This is an optimization exercise on Yosys and OpenROAD, whose aim is small area, a short achievable clock period and few clock cycles per item, not a production implementation.
No functional check of the RTL was part of any run shown here.
Power and IR drop assume default switching activity.

==> flow/design.v, too long to show whole: its modules and the start of the top module <==
// module polygon_convexity_check: 156 lines
// module pcc_booth_enc: 20 lines
// module pcc_cross: 2474 lines
module polygon_convexity_check #(
  parameter int COORD_WIDTH = 16
) (
  input  logic                          clk,
  input  logic                          rst,
  input  logic                          vertex_valid,
  output logic                          vertex_ready,
  input  logic signed [COORD_WIDTH-1:0] vertex_x,
  input  logic signed [COORD_WIDTH-1:0] vertex_y,
  input  logic                          last_vertex,
  output logic                          result_valid,
  input  logic                          result_ready,
  output logic                          is_convex,
  output logic                          too_few
);
  // ...
==> flow/run.sh <==
#!/bin/bash
# synth_recipe.tcl (not shown) runs the flow's synth.tcl, then flattens the netlist and writes it again
# the make line also repeats each setting of config.mk as NAME=value (left out here)
make -C /OpenROAD-flow-scripts/flow DESIGN_CONFIG=/design/flow/config.mk WORK_HOME=/design/flow/orfs CLKGATE_MAP_FILE= SYNTH_SCRIPT=/design/flow/synth_recipe.tcl finish
==> flow/config.mk <==
export PLATFORM = sky130hd
export DESIGN_NAME = polygon_convexity_check
export DESIGN_NICKNAME = polygon_convexity_check
export VERILOG_FILES = /design/flow/design.v
export SDC_FILE = /design/flow/constraint.sdc
export NUM_CORES = 4
export LEC_CHECK = 0
export ABC_AREA = 1
export CAP_MARGIN = 20
export CORE_MARGIN = 2
export CORE_UTILIZATION = 40
export PLACE_DENSITY = 0.6
export SETUP_SLACK_MARGIN = 4.0
export SLEW_MARGIN = 20
==> flow/constraint.sdc <==
create_clock -name core_clock -period 7.5 [get_ports {clk}]
set_input_delay 1.5000 -clock core_clock [delete_from_list [all_inputs] [get_ports {clk}]]
set_output_delay 1.5000 -clock core_clock [all_outputs]
set_load 0.01 [all_outputs]
==> impl_metrics.toml, run 1 <==
[run_status]
status = "finished clean"

[synthesis]
avgSynthCellArea_um2 = 9.59
synthAdderAreaFrac = 0.245

[worst_setup_path]
critical_path_buf_inv_count = 3
critical_path_arrival_ns = 3.89
reg2reg_slack_ns = 4.07
path_cells = "clkinvlp_4 -> o22ai_1 -> xor2_1 -> ha_1 -> inv_1 -> fa_1 -> inv_1 -> fa_1 -> fa_1"
slowest_delay_ns = 0.54

[clock_network]
clock_path_buffers = 3
post-cts-setup-buffers = 1
tritoncts = "done"
cts.sinks = 406
cts_resized = 45
cts_hold_buf = 0

[final_layout]
multi_input_area_share = 0.506
fill_cells = 6762
nonClkBufAreaFrac = 0.0177
final_cells = 3988

[die]
pin_count = 41
start_util = 0.404

[min_path]
worstHoldPathType = "flip-flop to flip-flop"

[global_route]
first_global_vias = 19400

[timing]
final-setup-viol-count = 0

[power_and_ir_drop]
p_seq_mw = 2.54
top_power_group = "combinational logic"
p_clk_mw = 2.11

[placement]
place_congestion = 0.971

[route]
drc = 0
==> run 2: changes to the inputs <==
--- a/flow/config.mk
+++ b/flow/config.mk
@@ -11,4 +11,5 @@
 export CORE_UTILIZATION = 40
 export PLACE_DENSITY = 0.6
-export SETUP_SLACK_MARGIN = 4.0
+export SETUP_SLACK_MARGIN = 4.3
 export SLEW_MARGIN = 20
+export TNS_END_PERCENT = 10
==> run 2 against run 1 <==
- still clean
- final area grew 1.0%
- global-route usage is essentially flat
- total power up 1.8%
- first-iteration DRC count increased by 0.62%
- hold slack lost 0.0023 ns
- via count is essentially flat
- critical path depth is 8 higher
- sequential share of layout area is 0.30 points lower
- register-to-register slack improved by 0.02 ns
- clock skew up 0.0036 ns
- routed wire length fell by 0.75%
- highest routed layer unchanged
==> impl_metrics.toml, run 2 <==
[run_status]
status = "finished clean"

[final_layout]
synthToLayoutAreaGrowth_pct = 12.1
num_antenna_cells = 0
final_cell_mix = "inv_1 (584), nand2_1 (367), xor2_1 (348)"
top_register = "a_enc"
num-nets-final = 3457
final_common_cell = "inv_1"
layout-drive-gt1-share = 0.111
largest_register_ffs = 52

[synthesis]
ys_types = 42
synthCells = 3010
synth_area_leaders = "edfxtp_1 (20%), fa_1 (19%), dfxtp_1 (15%), xor2_1 (11%), inv_1 (8.1%)"
ys_ff_latch = 406
ys.flop_type = "dfxtp_1"
ys.warnings.count = 4
synth_async_sr_flop_share = 0
avgSynthCellArea_um2 = 9.59
synth_commonest_cells = "inv_1 (620), nand2_1 (387), xor2_1 (351)"
synth_top_area_share = 0.202
ys_seq_area_frac = 0.349
yosysMostFrequentCell = "inv_1"
synth_edf_count = 194
syn_area_mm2 = 0.0289
synth_top_area_cell = "edfxtp_1"
syn-num-nets = 3451

[die]
dieArea_mm2 = 0.0744
fp.dieW_um = 273
core_region_area_mm2 = 0.0715
pin_count = 41
fp-row-count = 98
start_util = 0.404
die-height_um = 273

[min_path]
hold_start = "yend$_DFF_P_"
whs_endpoint = "zend$_DFF_P_"
worstHoldPathType = "flip-flop to flip-flop"
worst_hold_path.num_cells = 0

[timing]
worst_pin_slew_ns = 1.04
post-route-period-util = 0.454
rsz0062_at_grt = "yes"
clock_skew_ns = 0.0419
fmax_mhz = 293
final-setup-viol-count = 0
tns_ns = 0
hold_violations = 0
worst_slack_ns = 4.09
maxSlewHeadroom = 0.304
maxSlewViolCount = 0
fin_crit_ns = 3.41

[clock_network]
clock_latency_ns = 0.60
tritoncts = "done"
cts_htree_levels = 2
clock_path_buffers = 3
root_buffer = "clkbuf_16"
cts_made_buffers = 42
clkSlewWorstSetupHoldPaths_ns = 0.06
cts.sinks = 406
cts_hold_buf = 0

[power_and_ir_drop]
internal-power_mw = 5.47
switching_power_mw = 3.40
p_per_area_mw_per_mm2 = 274
seqPwrFrac = 0.286
combPwrFrac = 0.478
p_leak_nw = 14.5
swShare = 0.383
power_frac_clock = 0.236
peakVddDrop_mv = 0.280

[worst_setup_path]
cp_common_cell = "inv_2"
crit_slowest_cell = "fa_1"
reg2reg_from = "u_cross.rg_28_0$_DFF_P_"
slowest_delay_ns = 0.59
cp.required_ns = 7.99
reg2reg_slack_ns = 4.09
critical_path_arrival_ns = 3.90
rr_endpoint = "zpos$_DFF_P_"
crit_path_max_fanout = 4
end_kind = "flip-flop"
startpoint_type = "flip-flop"
reg2regPathDepth = 17
critPathKind = "flip-flop to flip-flop"
path_cells = "inv_2 -> fa_1 -> inv_2 -> fa_1 -> inv_2 -> fa_1 -> inv_2 -> ha_4 -> nand2_4 -> o21a_1 -> nand3b_1 -> nor2_2 -> nand3_2 -> nor2_2 -> nand2_1 -> nand2_2 -> nor2_4"

[global_route]
gr-usage-met2 = 0.310
met1_usage = 0.273
grt_pass1_wl_mm = 116
grt.busiest_layer = "met2"
grt.total_usage = 0.202
antenna_found_initial = 0
first_global_vias = 19800
grt_max_degree = 87
grt_use_met3 = 0.0383
grt-ovfl-total = 0

[route]
drc = 0
ant_nets = 0
vias = 19700
dr.pass1.iters = 5
drt_iter0_drc = 1463
avgRoutedWirePerCell_um = 18.7
routed_via_density = 4.93
drt-total-wl_mm = 74.7

[placement]
portBuffers = 40
preCtsSetupSlack_ns = 2.98
place_congestion = 0.979
dp_hpwl_mm = 57.9

[flow_run]
maxCapViolCount = 0
==> run 2: worst max-delay path by stage <==
stage                       startpoint                   to  slack, ns  cells after the start
2_1_floorplan                      rst    e0_x[0]$_DFFE_PP_       3.95                      3
3_3_place_gp                       rst     b_y[0]$_DFFE_PP_       3.05                      7
3_5_place_dp                       rst  a_enc[33]$_DFFE_PP_       2.98                      7
4_1_cts        u_cross.rg_28_3$_DFF_P_         zpos$_DFF_P_       4.12                     17
5_1_grt         u_cross.rg_8_4$_DFF_P_         zpos$_DFF_P_       3.96                     17
6_report       u_cross.rg_28_0$_DFF_P_         zpos$_DFF_P_       4.09                     17
==> run 2: logic make-up after synthesis <==
logic type,share of synthesized area
AO/OA/AOI/OAI,0.0961
buffers and inverters,0.105
flip-flops,0.349
adder cells (fa/ha/maj),0.245
AND/OR/NAND/NOR,0.0851
multiplexers,0.0105
XOR/XNOR,0.109
==> run 2: power by group through the flow <==
stage	combinational, mW	sequential (mW)	clock, mW
after floorplan	2.49	2.56	0
after global placement	3.44	2.58	0
after detailed placement	3.48	2.58	0
after CTS	4.04	2.54	2.15
after global routing	4.78	2.55	2.24
final	4.24	2.54	2.09
==> run 2: critical path, delay by kind of cell, from the launching register on <==
family | cells | cell delay [ns]
flip-flops | 1 | 0.33
AND/OR/NAND/NOR | 8 | 0.74
adder cells (fa/ha/maj) | 4 | 1.88
AO/OA/AOI/OAI | 1 | 0.17
buffers and inverters | 4 | 0.18
==> run 2: cell type report <==
class                      count  area (µm²)
multi-input combinational   1817       16300
fill                        6769       39100
timing repair buffer          73         683
tap                          950        1190
inverter                     676        2680
clock buffer                  56        1200
clock inverter                20         206
sequential                   406       10100
==> run 2: what timing repair did <==
| action | in CTS | in global routing |
|---|---|---|
| setup buffers | 9 | 11 |
| setup endpoints to repair | 205 | 82 |
| hold endpoints to repair | 0 | 0 |
| pin swaps | 63 | 55 |
| resized for setup | 106 | 81 |
| cloned | 1 | 0 |
==> run 2: metrics by stage <==
stage / cell area, µm² / instances / utilization / hold WS [ns] / power, mW
global placement: 30100 / 3901 / 0.421 / 0.311 / 6.02
detailed placement: 30100 / 3901 / 0.421 / 0.313 / 6.06
global route: 32400 / 3998 / 0.453 / 0.332 / 9.57
finish: 32400 / 3998 / 0.453 / 0.322 / 8.87
CTS: 32000 / 3987 / 0.448 / 0.324 / 8.73
floorplan: 28900 / 3010 / - / 0.310 / 5.05
==> run 2: routing by layer <==
layer  vias up  part of all wire
met1      9226              0.44
met2       827              0.43
met3       197             0.077
met4         0             0.055
li1       9445                 -
met5         -                 0

-- static timing again, ports no longer ideal --
The results above use ideal ports. As a check the final layouts listed here were re-extracted and re-timed, cells and wires unchanged.
Step 1 (the two cells are an assumption about what drives the block):
set clk [get_ports {clk}]
set_driving_cell -lib_cell sky130_fd_sc_hd__clkbuf_16 $clk
set_driving_cell -lib_cell sky130_fd_sc_hd__buf_2 [delete_from_list [all_inputs] $clk]
Step 2 moves the port delays by t, midway between the first and last clock arrival at a register: inputs arrive t later, outputs are due t later. That takes back most of the time a late clock gives input paths.
Slacks: no drivers / after step 1 / after step 2; pairs: no drivers / after step 1.
run	t, ns	setup WS [ns]	worst setup path at the end	worst slew at a driven data input, ns	pins driven straight from the clock port
run 1	0.643	4.070 / 4.070 / 3.649	input to register	0.04	1
run 2	0.643	4.092 / 4.092 / 3.614	input to register	0.04	1
After both steps every run listed still meets setup and hold. The setup slack of run 2, which loses most, moves by 0.000 ns with the drivers and by -0.478 ns with both steps.
